This is an optimization exercise on Yosys and OpenROAD, whose aim is small area, a short achievable clock period and few clock cycles per item, not a production implementation.
The RTL was checked by simulation tests, not by an equivalence proof against the original design.
No activity file was given, so power comes from the tool's default toggle rates.

// softmax_normalizer
module softmax_normalizer
#(
    parameter int unsigned N             = 32,
    parameter int unsigned IN_BIT_WIDTH  = 16,
    parameter int unsigned SUM_BIT_WIDTH = 32,
    parameter int unsigned RECIP_W       = 32,
    parameter int unsigned OUT_BIT_WIDTH = 16
) (
    input  logic                        i_clk,
    input  logic                        i_rst_n,
    input  logic                        i_vec_valid,
    output logic                        o_vec_ready,
    input  logic [IN_BIT_WIDTH*N-1:0]   i_data,
    input  logic                        i_sum_valid,
    input  logic [SUM_BIT_WIDTH-1:0]    i_sum,
    output logic                        o_valid,
    input  logic                        i_ready,
    output logic [OUT_BIT_WIDTH-1:0]    o_prob,
    output logic [$clog2(N)-1:0]        o_idx,
    output logic                        o_last,
    output logic                        o_busy,
    output logic                        o_recip_sat
);
Size: roughly 810 flip-flops, about 580 I/O pins, ~38000 um2 of cells after synthesis.
Settings: LEC_CHECK=0, ABC_CLOCK_PERIOD_IN_PS=3000, CAP_MARGIN=20, CELL_PAD_IN_SITES_DETAIL_PLACEMENT=1, CORE_MARGIN=2, CORE_UTILIZATION=40, CTS_BUF_LIST=sky130_fd_sc_hd__clkbuf_16, CTS_CLUSTER_DIAMETER=80, CTS_CLUSTER_SIZE=20, PLACE_DENSITY=0.45, SLEW_MARGIN=20; clock period 11.0 ns.
standard.sh (not shown) runs the stock make flow with config.mk's settings and CLKGATE_MAP_FILE= SYNTH_SCRIPT=/design/flow/synth_recipe.tcl, a recipe that flattens the netlist after the stock synthesis.
==> flow/flow/run.sh <==
#!/bin/bash
# The standard layout (the standard.sh, standard synthesis unchanged), with
#  - every input and output port buffered by the smallest buffer (buf_1)
#    instead of the tool's default pick; the resizer still upsizes any port
#    buffer that needs more drive;
#  - repair_timing asked for a setup margin of 7.6 ns, so that it keeps
#    sizing and buffering paths until they are 7.6 ns inside the 11 ns clock.
# The SDC (clock period, I/O delays, loads) is the standard flow's, unchanged.
set -euo pipefail
export BUFFER_PORTS_ARGS="-buffer_cell sky130_fd_sc_hd__buf_1"
export SETUP_SLACK_MARGIN=7.6
bash standard.sh > make.log 2>&1
The baseline finished with timing, DRC and antenna clean.
Testbench counts at the start, summed over its fixed seeds: cycles 12,456, vectors 384.
Change:
==> flow/flow/run.sh (replaced) <==
#!/bin/bash
# The standard layout (the standard.sh, standard synthesis unchanged), with
#  - every input and output port buffered by the smallest buffer (buf_1)
#    instead of the tool's default pick; the resizer still upsizes any port
#    buffer that needs more drive;
#  - repair_timing asked for a setup margin of 7.5 ns, so that it keeps
#    sizing and buffering paths until they are 7.5 ns inside the 11 ns clock.
# The SDC (clock period, I/O delays, loads) is the standard flow's, unchanged.
set -euo pipefail
export BUFFER_PORTS_ARGS="-buffer_cell sky130_fd_sc_hd__buf_1"
export SETUP_SLACK_MARGIN=7.5
bash standard.sh > make.log 2>&1
What happened:
- design area came out lower by 0.58%
- power stays flat
- clock-buffer cell count goes up by 2
- die area is unchanged
- sequential cell count is unchanged

v13:
Another version of the RTL of softmax_normalizer (not shown whole).
Size: about 2,900 cells after synthesis, ~790 flip-flops, ~580 I/O pins, roughly 38,000 µm² of cells after synthesis.
Settings: LEC_CHECK=0, ABC_CLOCK_PERIOD_IN_PS=3000, CAP_MARGIN=20, CORE_MARGIN=2, CORE_UTILIZATION=40, CTS_BUF_LIST=sky130_fd_sc_hd__clkbuf_16, CTS_CLUSTER_DIAMETER=80, CTS_CLUSTER_SIZE=20, PLACE_DENSITY=0.55, SLEW_MARGIN=20; clock period 11.0 ns.
==> flow/flow/run.sh <==
#!/bin/bash
# The standard layout (the standard.sh, standard synthesis unchanged), with
#  - every input and output port buffered by the smallest buffer (buf_1)
#    instead of the tool's default pick; the resizer still upsizes any port
#    buffer that needs more drive;
#  - repair_timing asked for a setup margin of 7.5 ns, so that it keeps
#    sizing and buffering paths until they are 7.5 ns inside the 11 ns clock.
# The SDC (clock period, I/O delays, loads) is the standard flow's, unchanged.
set -euo pipefail
export BUFFER_PORTS_ARGS="-buffer_cell sky130_fd_sc_hd__buf_1"
export SETUP_SLACK_MARGIN=7.5
bash standard.sh > make.log 2>&1
v13 finished end to end and its layout was clean on timing, DRC and antenna.
Testbench counts of v13, summed over its fixed seeds: cycles 12,456, vectors 384.
Input changes introduced in v30 (baseline for comparison: v13):
# v13
export LEC_CHECK = 0
export ABC_CLOCK_PERIOD_IN_PS = 3000
export CAP_MARGIN = 20
export CORE_MARGIN = 2
export CORE_UTILIZATION = 40
export CTS_BUF_LIST = sky130_fd_sc_hd__clkbuf_16
export CTS_CLUSTER_DIAMETER = 80
export CTS_CLUSTER_SIZE = 20
export PLACE_DENSITY = 0.55
export SLEW_MARGIN = 20
create_clock -name core_clock -period 11.0 [get_ports {i_clk}]
# v30
export LEC_CHECK = 0
export ABC_CLOCK_PERIOD_IN_PS = 4500
export CAP_MARGIN = 20
export CELL_PAD_IN_SITES_DETAIL_PLACEMENT = 1
export CORE_MARGIN = 2
export CORE_UTILIZATION = 40
export CTS_BUF_LIST = sky130_fd_sc_hd__clkbuf_16
export CTS_CLUSTER_DIAMETER = 80
export CTS_CLUSTER_SIZE = 20
export PLACE_DENSITY = 0.45
export SLEW_MARGIN = 20
create_clock -name core_clock -period 11.0 [get_ports {i_clk}]
v30 ran to completion and came out clean on the timing, DRC and antenna checks.
Diff v30..v13 | maximum clock insertion buffer count | unchanged
The run showing the greater count of fill cells added during filler insertion is v30.
v13 ended up with idx_q[1]$_DFFE_PN0P_ as its source of the critical timing path; v30 ended up with out_v_q$_DFFE_PN0P_.
The faster design of the two is v13; v30 tops out lower.
Of v30 and v13, v30 shows the higher signal arrival time at the worst endpoint, with v13 below it.
Total number of vias, v30 vs v13: up slightly
Inputs modified between v30 and v54:
# v30
export LEC_CHECK = 0
export ABC_CLOCK_PERIOD_IN_PS = 4500
export CAP_MARGIN = 20
export CELL_PAD_IN_SITES_DETAIL_PLACEMENT = 1
export CORE_MARGIN = 2
export CORE_UTILIZATION = 40
export CTS_BUF_LIST = sky130_fd_sc_hd__clkbuf_16
export CTS_CLUSTER_DIAMETER = 80
export CTS_CLUSTER_SIZE = 20
export PLACE_DENSITY = 0.45
export SLEW_MARGIN = 20
create_clock -name core_clock -period 11.0 [get_ports {i_clk}]
# v54
export LEC_CHECK = 0
export ABC_CLOCK_PERIOD_IN_PS = 3000
export CAP_MARGIN = 20
export CELL_PAD_IN_SITES_DETAIL_PLACEMENT = 1
export CORE_MARGIN = 2
export CORE_UTILIZATION = 40
export CTS_BUF_LIST = sky130_fd_sc_hd__clkbuf_16
export CTS_CLUSTER_DIAMETER = 80
export CTS_CLUSTER_SIZE = 20
export PLACE_DENSITY = 0.45
export SLEW_MARGIN = 20
create_clock -name core_clock -period 11.0 [get_ports {i_clk}]
### Flow results
- v54 reached the final stage; the timing, DRC and antenna checks on its layout passed.
- Diff v30..v54 | number of buffers between clock root and the deepest sink | negligible
- The final area on v30 is in line with that on v54.
- v54 -> v30: met1 track demand over resource delta 0, exact match
- Diff v54..v30 | sequential cell count | unchanged
- ~same area after synthesis in v54 and v30
- Taking v30 as the reference, in v54 depth of the worst register-to-register path barely changed; clock-buffer cell count barely changed.
- v30 -> v54: number of buffers inserted for hold repair after clock tree synthesis delta 0, exact match
What v41 does differently from v54 at the input level:
# v54
export LEC_CHECK = 0
export ABC_CLOCK_PERIOD_IN_PS = 3000
export CAP_MARGIN = 20
export CELL_PAD_IN_SITES_DETAIL_PLACEMENT = 1
export CORE_MARGIN = 2
export CORE_UTILIZATION = 40
export CTS_BUF_LIST = sky130_fd_sc_hd__clkbuf_16
export CTS_CLUSTER_DIAMETER = 80
export CTS_CLUSTER_SIZE = 20
export PLACE_DENSITY = 0.45
export SLEW_MARGIN = 20
create_clock -name core_clock -period 11.0 [get_ports {i_clk}]
# v41
export LEC_CHECK = 0
export ABC_CLOCK_PERIOD_IN_PS = 3000
export CAP_MARGIN = 20
export CELL_PAD_IN_SITES_DETAIL_PLACEMENT = 1
export CORE_MARGIN = 2
export CORE_UTILIZATION = 40
export CTS_BUF_LIST = sky130_fd_sc_hd__clkbuf_16
export CTS_CLUSTER_DIAMETER = 80
export CTS_CLUSTER_SIZE = 20
export PLACE_DENSITY = 0.45
export SETUP_SLACK_MARGIN = 5
export SLEW_MARGIN = 20
create_clock -name core_clock -period 11.0 [get_ports {i_clk}]
==> flow/flow/run.sh <==
#!/bin/bash
# The standard layout (the standard.sh, standard synthesis unchanged),
# with every input and output port buffered by the smallest buffer (buf_1)
# instead of the tool's default pick; the resizer still upsizes any port
# buffer that needs more drive.
set -euo pipefail
export BUFFER_PORTS_ARGS="-buffer_cell sky130_fd_sc_hd__buf_1"
bash standard.sh > make.log 2>&1
==> comparison <==
- Final area (higher): v54
- Lower setup slack was reported by v41, not v54.
- Routed wire in v41 totals less than in v54.
- v41 supports a lower top clock frequency than v54.
- Comparing the two runs side by side, v41 comes out behind v54 on minimum clock period after layout.
- Looking at critical path depth, v41 sits 12 above v54.
- The total of fill cells in the finished design was comparable across v54 and v41.
- reg2out as the kind of critical path was reported by v54, and reg2reg by v41.

-- what the ideal ports hide --
Ports are ideal in the flow. The routed layouts listed here were re-timed in OpenROAD.
Step 1 (the two cells are an assumption about what drives the block):
set clk [get_ports {i_clk}]
set_driving_cell -lib_cell sky130_fd_sc_hd__clkbuf_16 $clk
set_driving_cell -lib_cell sky130_fd_sc_hd__buf_2 [delete_from_list [all_inputs] $clk]
Step 2 times the ports against the registers' clock, not the clock port: input delays grow and output delays shrink by t, the midpoint of the rising clock arrivals with the driver on.
Three values: ideal, step 1, step 2; two values: the first two.
| run | t (ns) | slack for setup (ns) | worst setup path after step 2 | slew at the worst register clock pin (ns) |
|---|---|---|---|---|
| the first run of note 1 | 0.735 | 7.523 / 7.454 / 7.098 | input to register | 0.09 / 0.09 |
| the second run of note 1 | 0.728 | 7.530 / 7.460 / 7.161 | input to register | 0.09 / 0.09 |
| v13 | 0.715 | 7.568 / 7.498 / 7.409 | input to register | 0.09 / 0.09 |
| v30 | 0.728 | 7.528 / 7.458 / 7.391 | input to register | 0.09 / 0.09 |
| v54 | 0.728 | 7.528 / 7.458 / 7.391 | input to register | 0.09 / 0.09 |
| v41 | 0.734 | 7.229 / 7.229 / 7.229 | register to register | 0.09 / 0.09 |
After both steps every run listed still meets setup and hold. For the first run of note 1, which loses most, drivers alone change the setup slack by -0.069 ns; drivers and shift together by -0.425 ns.
